Background: an optimization exercise with open tools, aiming at small area. Do not read the settings as production practice. Function was checked by simulation only, so behaviour that the tests miss may differ from the original. No activity file was given, so power comes from the tool's default toggle rates.

## flow/design.v (module list and top-level ports; edited modules follow where they fit)
// module pusher_top: 1368 lines
// module pz_fa: 10 lines
// module pz_ha: 9 lines
// module pz_x: 7 lines
// module pz_xn: 7 lines
module pusher_top (
    input  logic          clk,
    input  logic          rst_ff,
    input  logic          valid,
    input  logic          noop,
    input  logic [47:0]   particle_in,
    input  logic [191:0]  phi_in,
    output logic          valid_req,
    output logic [255:0]  raddr,
    output logic          valid_out,
    output logic [47:0]   particle_out,
    output logic          done
);
  // ...
==> flow/flow/run.sh <==
#!/bin/bash
# The standard layout, with the smallest buffer on the ports and a clock tree of few, large buffers.
set -euo pipefail
export BUFFER_PORTS_ARGS="-buffer_cell sky130_fd_sc_hd__buf_1"
export CTS_ARGS="-sink_clustering_enable -repair_clock_nets -sink_clustering_size 20 -sink_clustering_max_diameter 50 -buf_list sky130_fd_sc_hd__clkbuf_8 -dont_use_dummy_load"
bash standard.sh > make_finish.log 2>&1
==> flow/standard.sh <==
#!/bin/bash
# synth_recipe.tcl (not shown) runs the flow's synth.tcl, then flattens the netlist and writes it again
# the make line also repeats each setting of config.mk as NAME=value (left out here)
make -C /OpenROAD-flow-scripts/flow DESIGN_CONFIG=/design/flow/config.mk WORK_HOME=/design/flow/orfs CLKGATE_MAP_FILE= SYNTH_SCRIPT=/design/flow/synth_recipe.tcl "${@:-finish}"
==> flow/config.mk <==
export PLATFORM = sky130hd
export DESIGN_NAME = pusher_top
export DESIGN_NICKNAME = pusher_top
export VERILOG_FILES = /design/flow/design.v
export SDC_FILE = /design/flow/constraint.sdc
export NUM_CORES = 4
export LEC_CHECK = 0
export CAP_MARGIN = 20
export CORE_MARGIN = 2
export CORE_UTILIZATION = 70
export PLACE_DENSITY = 0.85
export SLEW_MARGIN = 20
export SYNTH_HIERARCHICAL = 1
export SYNTH_MINIMUM_KEEP_SIZE = 0
==> flow/constraint.sdc <==
create_clock -name core_clock -period 5.0 [get_ports {clk}]
set_input_delay 1.0000 -clock core_clock [delete_from_list [all_inputs] [get_ports {clk}]]
set_output_delay 1.0000 -clock core_clock [all_outputs]
set_load 0.01 [all_outputs]
==> impl_metrics.ini, run 1 <==
[floorplan]
rows = 61
coreArea_um2 = 27600

[global_route]
grt_util_met2_pct = 44.9
grt_use_met3_pct = 6.01

[synth]
synthCells = 1429
ys_warn_count = 13
synth_edf_count = 0
netlist_area_um2 = 19600
synth_compound_area_share_pct = 1.54
ys.flop_type = dfxtp_1
synthAdderAreaFrac_pct = 23.1
ys_ff_latch = 531

[power]
seq_power_uw = 5140
p_clk_uw = 1830
p_clk_share_pct = 19.3
comb_cell_power_uw = 2540

[detailed_routing]
final_antenna_net_count = 0
routed_via_density = 4.79
wl_met1_um = 13300

[clock_network]
clock_path_buffers = 3
post_cts_buffers = 0

[critical_path]
reg2reg_from = fy6_st_0
cp.arrival_ns = 3.84
cp-end-kind = output pin

[cells_and_area]
seq_area_um2 = 10600
antennaDiodeCount = 3
num-clock-buffers = 38
multi_input_cells = 550
final_cell_mix = buf_1 (547), dfxtp_1 (531), fa_1 (181)
clkCellAreaFrac_pct = 2.52

[timing]
maxSlewViolCount = 0
fin_hold_ws_ns = 0.269
fin_tns_setup_ns = 0
max_freq_mhz = 207

[run_status]
status = timing/DRC/antenna clean
==> inputs of run 2 (changes only) <==
--- a/flow/design.v
+++ b/flow/design.v
@@ -23,39 +23,37 @@
     assign valid_req = v[2];
     assign valid_out = v[9];
     always_ff @(posedge clk) begin
         if (rst_ff)    cnt <= '0;
         else if (v[9]) cnt <= cnt + 4'd1;
     end
     assign done = &cnt;
     logic [7:0] in_pyf, in_pxf, in_rf;
-    assign in_pyf = particle_in[39:32];
-    assign in_pxf = particle_in[23:16];
-    assign in_rf  = particle_in[9:2];
+    assign in_pyf = p1[39:32];
+    assign in_pxf = p1[23:16];
+    assign in_rf  = p1[9:2];
     logic [8:0] k_x0, k_x1, k_y2, k_y3;
     always_comb begin
         k_x0[0] = 1'b1;    
         k_x1[0] = 1'b0;    
         k_y2[0] = 1'b1;
         k_y3[0] = 1'b0;
         for (int i = 0; i < 8; i++) begin
             k_x0[i+1] = (in_pxf[i] & ~in_rf[i]) | (in_pxf[i] & k_x0[i]) | (~in_rf[i] & k_x0[i]);
             k_x1[i+1] = (in_pxf[i] &  in_rf[i]) | (in_pxf[i] & k_x1[i]) | ( in_rf[i] & k_x1[i]);
             k_y2[i+1] = (in_pyf[i] & ~in_rf[i]) | (in_pyf[i] & k_y2[i]) | (~in_rf[i] & k_y2[i]);
             k_y3[i+1] = (in_pyf[i] &  in_rf[i]) | (in_pyf[i] & k_y3[i]) | ( in_rf[i] & k_y3[i]);
         end
     end
     logic c1_x0, c1_x1, c1_y2, c1_y3;
-    always_ff @(posedge clk) begin
-        c1_x0 <= k_x0[8];
-        c1_x1 <= k_x1[8];
-        c1_y2 <= k_y2[8];
-        c1_y3 <= k_y3[8];
-    end
+    assign c1_x0 = k_x0[8];
+    assign c1_x1 = k_x1[8];
+    assign c1_y2 = k_y2[8];
+    assign c1_y3 = k_y3[8];
     logic [7:0] w_x0, w_x1, w_y2, w_y3;
     logic [7:0] gy [4];
     logic [7:0] gx [4];
     assign gy[0] = p2[47:40]; assign gx[0] = w_x0;
     assign gy[1] = p2[47:40]; assign gx[1] = w_x1;
     assign gy[2] = w_y2;      assign gx[2] = p2[31:24];
     assign gy[3] = w_y3;      assign gx[3] = p2[31:24];
     logic [7:0] yp_i, yp_d, xp_i, xp_d, y2_i, y2_d, y3_i, y3_d, x0_i, x0_d, x1_i, x1_d;
==> impl_metrics.ini, run 2 <==
[run_status]
status = timing/DRC/antenna clean

[clock_network]
cts_root_buf = clkbuf_8
htreeDepth = 2
clock_latency_ns = 0.58
clock_path_buffers = 3
cts_tree = yes
clock_sinks = 527
post_cts_buffers = 0
cts_hold_buffers = 0
cts.clk_slew.worst_paths_ns = 0.11
cts_buffers = 37

[cells_and_area]
final_nets = 2239
fin_cells = 2138
postLayoutCoreUtil_pct = 74.8
final_cell_mix = buf_1 (549), dfxtp_1 (526), fa_1 (184)
syn_to_final_growth_pct = 6.00
drive_gt1_share_pct = 4.33
final_common_cell = buf_1

[timing]
layout_setup_ws_ns = 0.144
hold_viol_final = 0
maxSlewHeadroom_pct = 43.7
rsz0062_at_grt = no
maxSlewViolCount = 0
tightestPinTransition_ns = 0.845
finalSetupViolCount = 0
post-route-period-util_pct = 97.1
finalCriticalPeriod_ns = 4.86
max_freq_mhz = 206
fin_tns_setup_ns = 0
skew_ns = 0.0809

[synth]
syn_avg_cell_area_um2 = 13.7
ys_warn_count = 13
yosysSeqAreaShare_pct = 54.1
netlist_area_um2 = 19500
synth.top_cell.area_share_pct = 54.1
async_reset_ff_share_pct = 0
synth_most_common_cell = dfxtp_1
ys.flop_type = dfxtp_1
syn_nets = 1906
synth_edf_count = 0
synthTopCellsByCount = dfxtp_1 (527), buf_4 (256), fa_1 (186), inv_1 (88), ha_1 (51)
synthCells = 1425
yosysTopAreaCell = dfxtp_1
ys_types = 42
ys_ff_latch = 527
synth_area_leaders = dfxtp_1 (54%), fa_1 (19%), buf_4 (9.9%)

[detailed_routing]
first_pass_iters = 6
routed_via_density = 4.86
drcViolationCount = 0
final_antenna_net_count = 0
avgRoutedWirePerCell_um = 18.6
drt_iter0_drc = 597
wirelength_um = 39800
vias = 10395

[critical_path]
critPathLaunchType = flip-flop
cp-end-kind = output pin
cp_max_fo = 5
cp.arrival_ns = 3.86
required_ns = 4.00
path_class = reg2out
r2r_slack_ns = 0.99

[placement]
portBuffers = 550
place_inst = 2097
dpl_worst_slack_ns = -0.117
dp_hpwl_um = 33100
gp_congestion = 0.931

[global_route]
grt_pass1_vias = 10606
grt_pass1_wl_um = 58000
grt_overflow = 0
track_usage_pct = 27.0
grt_max_degree = 33
antenna_found_initial = 3

[power]
p_clk_share_pct = 19.2
ir_drop_uv = 348
switching_share_pct = 30.5
p_sw_uw = 2900
pwr-share-seq_pct = 54.0
leakage_uw = 0.00843
p_per_area_nw_per_um2 = 460
p_int_uw = 6600
p_comb_share_pct = 26.8

[floorplan]
coreArea_um2 = 27600
die_w_um = 171
io_pins = 551
dieArea_um2 = 29200
die_y_um = 171
rows = 61
initial_core_util_pct = 70.5

[min_path]
hp-class = reg2reg

[flow_run]
maxCapViolations = 0
-- run 2: changes by cell type in the layout (fill, tap and decap cells not counted), sizes merged --
| cell | before | now |
|---|---|---|
| clkbuf | 40 | 38 |
| diode | 3 | 4 |
| dfxtp | 531 | 527 |
-- run 2: worst max-delay path, stage by stage (launching register included) --
cell and delay, ns:
dfxtp_1 0.39, fa_1 0.49, fa_1 0.41, fa_1 0.40
fa_2 0.49, or3_1 0.40, or2_1 0.26, xnor2_2 0.28
buf_1 0.20
-- run 2: path summary, 6_finish.rpt --
path / startpoint / endpoint / depth (start not counted)
setup reg to reg: fy6_st_0 / id7_2 / 10
hold / removal: p6[12] / p7[12] / 0
hold reg to reg: p6[12] / p7[12] / 0
setup / recovery: p2[26] / raddr[119] / 8
-- run 2: layout make-up --
| cell class | instances | area (um^2) |
|---|---|---|
| clock buffers | 37 | 509 |
| well taps | 378 | 473 |
| repair buffers | 554 | 2100 |
| flip-flops and latches | 527 | 10600 |
| fillers | 1746 | 6980 |
| inverters | 88 | 330 |
| diodes | 4 | 10.0 |
| multi-input cells | 550 | 6680 |
-- run 2: cell families after synthesis --
family / share of synthesized area (%)
flops: 54.1
buf+inv: 11.6
fa+ha+maj: 23.2
simple gates: 4.17
xor+xnor: 4.36
compound gates: 1.55
mux: 0.976
-- run 2: per-module statistics from Yosys (local to each module, per instance) --
module / cells inside / copies in the design / flops+latches
pz_x: 1 / 38 / 0
pz_xn: 1 / 42 / 0
pusher_top: 1109 / 1 / 527
pz_fa: 1 / 186 / 0
pz_ha: 1 / 50 / 0
-- run 2: stage by stage --
stage / hold WS (ns) / power (uW) / area, um^2
final: 0.266 / 9490 / 20700
after global routing: 0.286 / 10100 / 20700
after CTS: 0.286 / 9620 / 20600
after detailed placement: 0.312 / 7810 / 20100
after global placement: 0.310 / 7620 / 20100
after floorplan: 0.310 / 7170 / 19500
-- run 2: layer usage --
| layer | global-route usage [%] | share of wire, % |
|---|---|---|
| met2 | 48.6 | 52 |
| met3 | 5.97 | 6.7 |
| met5 | 0 | 0 |
| met4 | 9.21 | 2.7 |
| met1 | 32.2 | 38 |
-- run 2: power by group through the flow --
| stage | sequential (uW) | combinational, uW | clock, uW |
|---|---|---|---|
| floorplan | 5160 | 2010 | 0 |
| global placement | 5200 | 2420 | 0 |
| detailed placement | 5240 | 2570 | 0 |
| CTS | 5140 | 2610 | 1880 |
| global route | 5200 | 2930 | 2020 |
| finish | 5130 | 2540 | 1820 |
-- run 2: repair_timing --
action / in CTS / in global routing
resized for setup: 3 / 2
pin swaps: 0 / 0
endpoints found under the setup margin: 3 / 3
cloned: 0 / 0
==> inputs of run 3 (changes only) <==
==> flow/flow/run.sh (replaced) <==
#!/bin/bash
# The standard layout, with the smallest buffer on the ports and a clock tree of few, large buffers.
set -euo pipefail
export BUFFER_PORTS_ARGS="-buffer_cell sky130_fd_sc_hd__buf_1"
export CTS_ARGS="-sink_clustering_enable -repair_clock_nets -sink_clustering_size 22 -sink_clustering_max_diameter 40 -buf_list sky130_fd_sc_hd__clkbuf_8 -dont_use_dummy_load"
bash standard.sh > make_finish.log 2>&1
==> impl_metrics.ini, run 3 <==
[run_status]
status = timing/DRC/antenna clean

[cells_and_area]
postLayoutCoreUtil_pct = 75.0
syn_to_final_growth_pct = 6.34
drive_gt1_share_pct = 4.54
fin_cells = 2143
num-fill-cells = 1742
seq_area_um2 = 10600
final_cell_mix = buf_1 (549), dfxtp_1 (526), fa_1 (185)
final_nets = 2244
final_common_cell = buf_1
multiInputGateArea_um2 = 6680

[clock_network]
clock_sinks = 527
cts_tree = yes
clock_path_buffers = 3
cts_root_buf = clkbuf_8
clock_latency_ns = 0.58
cts.clk_slew.worst_paths_ns = 0.11
cts_buffers = 42
htreeDepth = 2

[floorplan]
initial_core_util_pct = 70.5
io_pins = 551
rows = 61
die_y_um = 171
dieArea_um2 = 29200
coreArea_um2 = 27600
die_w_um = 171

[power]
p_sw_uw = 2910
p_comb_share_pct = 26.4
pwr-share-seq_pct = 53.5
p_clk_share_pct = 20.1
total_power_uw = 9590
p_int_uw = 6680
ir_drop_uv = 372
switching_share_pct = 30.4
leakage_uw = 0.00847
p_per_area_nw_per_um2 = 463

[synth]
synth_top_family_by_area = adder cells
synth.top_cell.area_share_pct = 54.1
syn_avg_cell_area_um2 = 13.7
synth_edf_count = 0
netlist_area_um2 = 19500
synth_area_leaders = dfxtp_1 (54%), fa_1 (19%), buf_4 (9.9%)
async_reset_ff_share_pct = 0
syn_nets = 1906
synthXorXnorAreaFrac_pct = 4.36
synth_most_common_cell = dfxtp_1
synthTopCellsByCount = dfxtp_1 (527), buf_4 (256), fa_1 (186), inv_1 (88), ha_1 (51)
ys_types = 42
synthAdderAreaFrac_pct = 23.2
synth_mux_area_share_pct = 0.976
yosysTopAreaCell = dfxtp_1
ys_warn_count = 13
synthCells = 1425
yosys.area_share.simple_pct = 4.17
ys_ff_latch = 527
synth_compound_area_share_pct = 1.55
ys.flop_type = dfxtp_1
yosysSeqAreaShare_pct = 54.1

[global_route]
track_usage_pct = 27.0
grt_pass1_wl_um = 58000
antenna_found_initial = 3
grt_max_degree = 33
grt_pass1_vias = 10602
grt_overflow = 0

[timing]
fin_hold_ws_ns = 0.212
post-route-period-util_pct = 97.3
skew_ns = 0.105
tightestPinTransition_ns = 0.844
finalCriticalPeriod_ns = 4.86
max_freq_mhz = 206
maxSlewHeadroom_pct = 43.7
maxSlewViolCount = 0
rsz0062_at_grt = no
hold_viol_final = 0
layout_setup_ws_ns = 0.137
finalSetupViolCount = 0

[detailed_routing]
drt_iter0_drc = 497
wirelength_um = 39900
routed_via_density = 4.83
topRoutingLayerUsed = met4
vias = 10355
final_antenna_net_count = 0
avgRoutedWirePerCell_um = 18.6
first_pass_iters = 5
dr_wl_met2_um = 20800
drcViolationCount = 0
wl_met3_um = 2730
wl_met1_um = 15300

[critical_path]
reg2reg_from = p6[16]
cp-end-kind = output pin
cp.arrival_ns = 3.86
r2r_end = id7_2
critPathLaunchType = flip-flop
path_class = reg2out
r2r_cells = 10
worstSetupEndpoint = raddr[159]
required_ns = 4.00
r2r_slack_ns = 0.99
cp_max_fo = 5
cp-startpoint = p2[42]

[placement]
place_inst = 2097
portBuffers = 550
gp_congestion = 0.931
dp_hpwl_um = 33100
dpl_worst_slack_ns = -0.117

[flow_run]
maxCapViolations = 0

[min_path]
hp-class = reg2reg
[run 3: cell types whose count changed in the layout (fill, tap and decap cells not counted)]
cell,before,now
fa_2,2,1
clkbuf_8,37,42
fa_1,184,185
[run 3: worst min-delay path by stage]
| stage | from | to | slack, ns | depth (start not counted) |
|---|---|---|---|---|
| after floorplan | fx5_r_0 | fx6_st_0 | 0.31 | 0 |
| after global placement | p3[15] | p4[15] | 0.31 | 0 |
| after detailed placement | p1[31] | p2[31] | 0.31 | 0 |
| after CTS | p6[12] | p7[12] | 0.22 | 0 |
| after global routing | p6[12] | p7[12] | 0.22 | 0 |
| final | p6[12] | p7[12] | 0.21 | 0 |
[run 3: power groups by stage]
stage / clock [uW] / combinational (uW) / sequential (uW)
3_3_place_gp: 0 / 2420 / 5200
2_1_floorplan: 0 / 2010 / 5160
5_1_grt: 2120 / 2920 / 5200
4_1_cts: 1970 / 2600 / 5140
6_report: 1920 / 2530 / 5130
3_5_place_dp: 0 / 2570 / 5240
[run 3: logic make-up (layout without fill, tap and decap cells)]
kind of cell,Yosys count,after routing
simple gates,137,137
buf+inv,348,684
fa+ha+maj,252,252
flops,527,527
mux,17,17
compound gates,47,47
other cells,0,4
xor+xnor,97,97
[run 3: worst max-delay path: stages (launching register included)]
cell     delay [ns]
dfxtp_1        0.38
fa_1           0.48
fa_1           0.43
fa_1           0.40
fa_1           0.57
or3_1          0.46
or2_1          0.25
xnor2_1        0.15
buf_1          0.17
[run 3: metal layers]
metal | global-route usage (%) | vias up
met5 | 0 | -
met4 | 8.88 | 0
met3 | 6.08 | 87
met2 | 48.6 | 409
met1 | 32.1 | 5031
li1 | - | 4828
[run 3: timing repair]
| action | 4_1_cts | 5_1_grt |
|---|---|---|
| gates resized for setup | 0 | 4 |
| setup endpoints to repair | 0 | 3 |
| setup buffers | 0 | 0 |
| hold buffers | 0 | 0 |
[run 3: cell type report]
cell class                      count  area share (%)
Sequential cell                   527            50.9
Antenna cell                        4          0.0483
Tap cell                          378            2.28
Inverter                           88            1.59
Clock buffer                       42            2.79
Timing Repair Buffer              554            10.1
Multi-Input combinational cell    550            32.2
[run 3: metrics by stage]
step / instance area (um^2) / setup TNS (ns)
after floorplan: 19500 / 0
after global placement: 20100 / 0
after detailed placement: 20100 / -0.119
after CTS: 20700 / 0
after global routing: 20700 / 0
final: 20700 / 0
[run 3: modules after synthesis, one instance, submodules excluded]
| module | cells | area [um^2] |
|---|---|---|
| pz_fa | 1 | 20.0 |
| pusher_top | 1109 | 14400 |
| pz_x | 1 | 8.76 |
| pz_xn | 1 | 8.76 |
| pz_ha | 1 | 12.5 |
==> inputs of run 4 (changes only) <==
==> flow/flow/run.sh (replaced) <==
#!/bin/bash
# The standard layout, with the smallest buffer on the ports and a clock tree of few, large buffers.
set -euo pipefail
export BUFFER_PORTS_ARGS="-buffer_cell sky130_fd_sc_hd__buf_1"
export CTS_ARGS="-sink_clustering_enable -repair_clock_nets -sink_clustering_size 20 -sink_clustering_max_diameter 50 -buf_list {sky130_fd_sc_hd__clkbuf_4 sky130_fd_sc_hd__clkbuf_8} -dont_use_dummy_load"
bash standard.sh > make_finish.log 2>&1
==> impl_metrics.ini, run 4 <==
[run_status]
status = timing/DRC/antenna clean

[cells_and_area]
final_common_cell = buf_1
final_cell_mix = buf_1 (549), dfxtp_1 (526), fa_1 (184)
final_nets = 2239
num-fill-cells = 1746
drive_gt1_share_pct = 4.33
syn_to_final_growth_pct = 6.00
postLayoutCoreUtil_pct = 74.8

[timing]
rsz0062_at_grt = no
max_freq_mhz = 206
skew_ns = 0.0809
finalSetupViolCount = 0
finalCriticalPeriod_ns = 4.86
maxSlewViolCount = 0
maxSlewHeadroom_pct = 43.7
tightestPinTransition_ns = 0.845
fin_tns_setup_ns = 0
hold_viol_final = 0
post-route-period-util_pct = 97.1

[clock_network]
clock_latency_ns = 0.58
cts_buffers = 37
clock_path_buffers = 3
cts_tree = yes
cts.clk_slew.worst_paths_ns = 0.11
htreeDepth = 2
cts_root_buf = clkbuf_8
clock_sinks = 527
post_cts_buffers = 0
cts_hold_buffers = 0
cts_resized = 3

[global_route]
grt_pass1_vias = 10606
grt_max_degree = 33
grt_pass1_wl_um = 58000
antenna_found_initial = 3
grt_overflow = 0
track_usage_pct = 27.0

[critical_path]
critPathLaunchType = flip-flop
cp-end-kind = output pin
required_ns = 4.00
path_class = reg2out
cp_max_fo = 5
cp.arrival_ns = 3.86

[detailed_routing]
first_pass_iters = 6
avgRoutedWirePerCell_um = 18.6
final_antenna_net_count = 0
wirelength_um = 39800
drt_iter0_drc = 597
vias = 10395
routed_via_density = 4.86
drcViolationCount = 0

[synth]
ys_ff_latch = 527
syn_avg_cell_area_um2 = 13.7
netlist_area_um2 = 19500
synth_edf_count = 0
yosysTopAreaCell = dfxtp_1
synth_most_common_cell = dfxtp_1
ys.flop_type = dfxtp_1
synthCells = 1425
async_reset_ff_share_pct = 0
ys_warn_count = 13
syn_nets = 1906
synthTopCellsByCount = dfxtp_1 (527), buf_4 (256), fa_1 (186), inv_1 (88), ha_1 (51)
synth.top_cell.area_share_pct = 54.1
yosysSeqAreaShare_pct = 54.1
ys_types = 42
synth_area_leaders = dfxtp_1 (54%), fa_1 (19%), buf_4 (9.9%)

[floorplan]
initial_core_util_pct = 70.5
rows = 61
die_w_um = 171
coreArea_um2 = 27600
die_y_um = 171
io_pins = 551
dieArea_um2 = 29200

[placement]
portBuffers = 550
gp_congestion = 0.931
dp_hpwl_um = 33100

[power]
ir_drop_uv = 348
p_per_area_nw_per_um2 = 460
total_power_uw = 9490
leakage_uw = 0.00843

[min_path]
hp-class = reg2reg

[flow_run]
maxCapViolations = 0
## run 4: changes by cell type in the layout (fill, tap and decap cells not counted)
cell / before / now
fa_2: 1 / 2
clkbuf_8: 42 / 37
fa_1: 185 / 184
## run 4: modules after synthesis, one instance, submodules excluded
| module | copies in the design | cells inside | flip-flops and latches |
|---|---|---|---|
| pusher_top | 1 | 1109 | 527 |
| pz_fa | 186 | 1 | 0 |
| pz_ha | 50 | 1 | 0 |
| pz_x | 38 | 1 | 0 |
| pz_xn | 42 | 1 | 0 |
## run 4: final timing paths
kind | start | end | slack [ns] | depth (start not counted)
min reg2reg | p6[12] | p7[12] | 0.27 | 0
max | p2[26] | raddr[119] | 0.14 | 8
max reg2reg | fy6_st_0 | id7_2 | 0.99 | 10
min | p6[12] | p7[12] | 0.27 | 0
## run 4: cell families after synthesis
logic type                 share of synthesized area, %
muxes                                             0.976
AOI/OAI and AO/OA                                  1.55
xor gates and xnor gates                           4.36
buffers and inverters                              11.6
and+or+nand+nor                                    4.17
DFF                                                54.1
adders and majority gates                          23.2
## run 4: final cells by class
class | count | area (um^2) | share of cell area (%)
inverter | 88 | 330 | 1.60
sequential | 527 | 10600 | 51.1
timing repair buffer | 554 | 2100 | 10.1
tap | 378 | 473 | 2.29
antenna | 4 | 10.0 | 0.0485
multi-input combinational | 550 | 6680 | 32.4
clock buffer | 37 | 509 | 2.47
## run 4: critical path, cell delays in order (launching register included)
cell	delay, ns
dfxtp_1	0.39
fa_1	0.49
fa_1	0.41
fa_1	0.40
fa_2	0.49
or3_1	0.40
or2_1	0.26
xnor2_2	0.28
buf_1	0.20
## run 4: stage by stage
stage	instance area, um^2	setup slack, ns	hold WS, ns	std cells
5_1_grt	20700	0.0285	0.286	2137
3_5_place_dp	20100	-0.117	0.312	2097
4_1_cts	20600	0.0362	0.286	2134
6_report	20700	0.144	0.266	2138
2_1_floorplan	19500	0.253	0.310	1425
3_3_place_gp	20100	0.0593	0.310	2097
## run 4: per-layer routing
| layer | GRT usage [%] | wire (um) | vias up |
|---|---|---|---|
| met2 | 48.6 | 20900 | 407 |
| met3 | 5.97 | 2680 | 81 |
| met1 | 32.2 | 15200 | 5093 |
| met5 | 0 | 0 | - |
| met4 | 9.21 | 1060 | 0 |
| li1 | - | - | 4814 |
## run 4: report_power, final
group | switching (uW) | total [uW] | internal [uW]
Sequential | 298 | 5130 | 4830
Combinational | 1440 | 2540 | 1100
Clock | 1150 | 1820 | 669
==> inputs of run 5 (changes only) <==
==> flow/flow/run.sh (replaced) <==
#!/bin/bash
# The standard layout, with the smallest buffer on the ports and a clock tree of few, large buffers.
set -euo pipefail
export BUFFER_PORTS_ARGS="-buffer_cell sky130_fd_sc_hd__buf_1"
export CTS_ARGS="-sink_clustering_enable -repair_clock_nets -sink_clustering_size 20 -sink_clustering_max_diameter 60 -buf_list sky130_fd_sc_hd__clkbuf_8 -dont_use_dummy_load"
bash standard.sh > make_finish.log 2>&1
==> impl_metrics.ini, run 5 <==
[placement]
gp_congestion = 0.931
portBuffers = 550
dp_hpwl_um = 33100
dpl_worst_slack_ns = -0.117

[detailed_routing]
routed_via_density = 4.82
wl_met3_um = 2690
final_antenna_net_count = 0
wl_met1_um = 15200
avgRoutedWirePerCell_um = 18.5
drt_iter0_drc = 552
dr_wl_met2_um = 20600
topRoutingLayerUsed = met4
drcViolationCount = 0
vias = 10299
first_pass_iters = 6
wirelength_um = 39500

[timing]
finalSetupViolCount = 0
tightestPinTransition_ns = 0.852
layout_setup_ws_ns = 0.165
post-route-period-util_pct = 96.7
skew_ns = 0.0660
maxSlewHeadroom_pct = 43.2
maxSlewViolCount = 0
hold_viol_final = 0
max_freq_mhz = 207
finalCriticalPeriod_ns = 4.84
rsz0062_at_grt = no

[cells_and_area]
final_cell_mix = buf_1 (549), dfxtp_1 (526), fa_1 (184)
drive_gt1_share_pct = 4.16
final_common_cell = buf_1
postLayoutCoreUtil_pct = 74.6
final_nets = 2236
syn_to_final_growth_pct = 5.79

[flow_run]
maxCapViolations = 0

[critical_path]
critPathBufInv = 2
crit_slowest_cell = fa_1
cp.arrival_ns = 3.84
critical-path-top-delay-family = adder cells
critPathLaunchType = flip-flop
slowest_delay_ns = 0.56
path_class = reg2out
required_ns = 4.00
cp_max_fo = 5
cp-end-kind = output pin
path_cells = inv_1 > fa_1 > fa_1 > fa_1 > fa_1 > or3_4 > or2_1 > xnor2_1 > buf_1
critPathMostFrequentCell = fa_1

[global_route]
grt_pass1_vias = 10461
grt_pass1_wl_um = 57500
grt_overflow = 0
grt_max_degree = 33
antenna_found_initial = 3
track_usage_pct = 26.7

[floorplan]
coreArea_um2 = 27600
dieArea_um2 = 29200
io_pins = 551
die_w_um = 171
initial_core_util_pct = 70.5
rows = 61
die_y_um = 171

[run_status]
status = timing/DRC/antenna clean

[synth]
ys.flop_type = dfxtp_1
syn_nets = 1906
async_reset_ff_share_pct = 0
yosysTopAreaCell = dfxtp_1
synth.top_cell.area_share_pct = 54.1
synth_area_leaders = dfxtp_1 (54%), fa_1 (19%), buf_4 (9.9%)
ys_types = 42
synth_edf_count = 0
ys_warn_count = 13
netlist_area_um2 = 19500
synthCells = 1425
syn_avg_cell_area_um2 = 13.7
synth_most_common_cell = dfxtp_1
synthTopCellsByCount = dfxtp_1 (527), buf_4 (256), fa_1 (186), inv_1 (88), ha_1 (51)
yosysSeqAreaShare_pct = 54.1
ys_ff_latch = 527

[power]
p_per_area_nw_per_um2 = 457
leakage_uw = 0.00841
ir_drop_uv = 348

[clock_network]
clock_sinks = 527
cts_hold_buffers = 0
htreeDepth = 2
cts.clk_slew.worst_paths_ns = 0.11
post_cts_buffers = 0
cts_root_buf = clkbuf_8
cts_buffers = 34
clock_path_buffers = 3
cts_tree = yes
clock_latency_ns = 0.57

[min_path]
hp-class = reg2reg
[run 5: per-stage QoR]
step	area [um^2]	TNS (ns)	std cells	power, uW	hold slack [ns]
2_1_floorplan	19500	0	1425	7170	0.310
3_3_place_gp	20100	0	2097	7620	0.310
3_5_place_dp	20100	-0.119	2097	7810	0.312
4_1_cts	20600	0	2131	9530	0.264
5_1_grt	20600	0	2134	10100	0.257
6_report	20600	0	2135	9410	0.266
[run 5: power breakdown]
part / internal [uW] / switching [uW] / leakage [uW]
sequential: 4830 / 298 / 0.00444
clock: 617 / 1130 / 0.000244
combinational: 1090 / 1440 / 0.00372
[run 5: per-layer routing]
metal | vias up | track usage, %
li1 | 4807 | -
met1 | 5016 | 32.2
met2 | 396 | 48.2
met3 | 80 | 5.81
met4 | 0 | 8.22
met5 | - | 0
[run 5: layout make-up]
type	instances	area (um^2)
Fill cell	1750	7020
Multi-Input combinational cell	550	6680
Tap cell	378	473
Clock buffer	34	468
Sequential cell	527	10600
Inverter	88	330
Antenna cell	4	10.0
Timing Repair Buffer	554	2100
[run 5: worst paths after layout]
path	start	end	slack [ns]	cells after the start
min reg2reg	p5[14]	p6[14]	0.27	0
max	p2[12]	raddr[55]	0.16	9
min	p5[14]	p6[14]	0.27	0
max reg2reg	fy6_st_0	id7_2	0.95	10
[run 5: repair_timing]
action / CTS / global route
hold endpoints to repair: 0 / 0
setup endpoints to repair: 2 / 2
gates resized for setup: 2 / 3
cloned: 0 / 0
pin swaps: 0 / 0
[run 5: worst register-to-register path: cells and delay by family, from the launching register on]
kind          cells  cell delay (ns)
simple gates      2             0.46
fa+ha+maj         8             3.18
flops             1             0.34
[run 5: Yosys stat by module, one instance, submodules excluded]
module / area (um^2) / cells / flip-flops and latches / times used
pz_xn: 8.76 / 1 / 0 / 42
pz_ha: 12.5 / 1 / 0 / 50
pz_x: 8.76 / 1 / 0 / 38
pusher_top: 14400 / 1109 / 527 / 1
pz_fa: 20.0 / 1 / 0 / 186
[run 5: kinds of logic (layout without fill, tap and decap cells)]
kind of cell	after synthesis	count (layout)	synth area share, %
buffers and inverters	348	676	11.6
AND/OR/NAND/NOR	137	137	4.17
AO/OA/AOI/OAI	47	47	1.55
adder cells (fa/ha/maj)	252	252	23.2
multiplexers	17	17	0.976
flip-flops	527	527	54.1
XOR/XNOR	97	97	4.36
other	0	4	0

[separate check: timing with driven ports]
Ports are ideal in the flow. The routed layouts listed here were re-timed in OpenROAD. Step 1 assumes that a clkbuf_16 drives the clock port and a buf_2 every other input. Step 2 times the ports against the registers' clock, not the clock port: input delays grow and output delays shrink by t, the midpoint of the rising clock arrivals with the driver on. Slacks: no drivers / after step 1 / after step 2; pairs: no drivers / after step 1.
run | t, ns | setup WS [ns] | worst hold slack (ns) | worst setup path at the end | slew at the worst register clock pin (ns)
run 1 | 0.559 | 0.159 / 0.113 / -0.044 | 0.269 / 0.269 / 0.269 | input to register | 0.11 / 0.11
run 2 | 0.569 | 0.144 / 0.100 / -0.070 | 0.266 / 0.266 / 0.266 | input to register | 0.11 / 0.11
run 3 | 0.576 | 0.137 / 0.091 / -0.076 | 0.212 / 0.212 / 0.212 | input to register | 0.12 / 0.12
run 4 | 0.569 | 0.144 / 0.100 / -0.070 | 0.266 / 0.266 / 0.266 | input to register | 0.11 / 0.11
run 5 | 0.552 | 0.165 / 0.118 / -0.063 | 0.266 / 0.266 / 0.266 | input to register | 0.11 / 0.11
Met with ideal ports but missed after step 2: setup timing in every run listed. The setup slack of run 5, which loses most, moves by -0.047 ns with the drivers and by -0.228 ns with both steps.
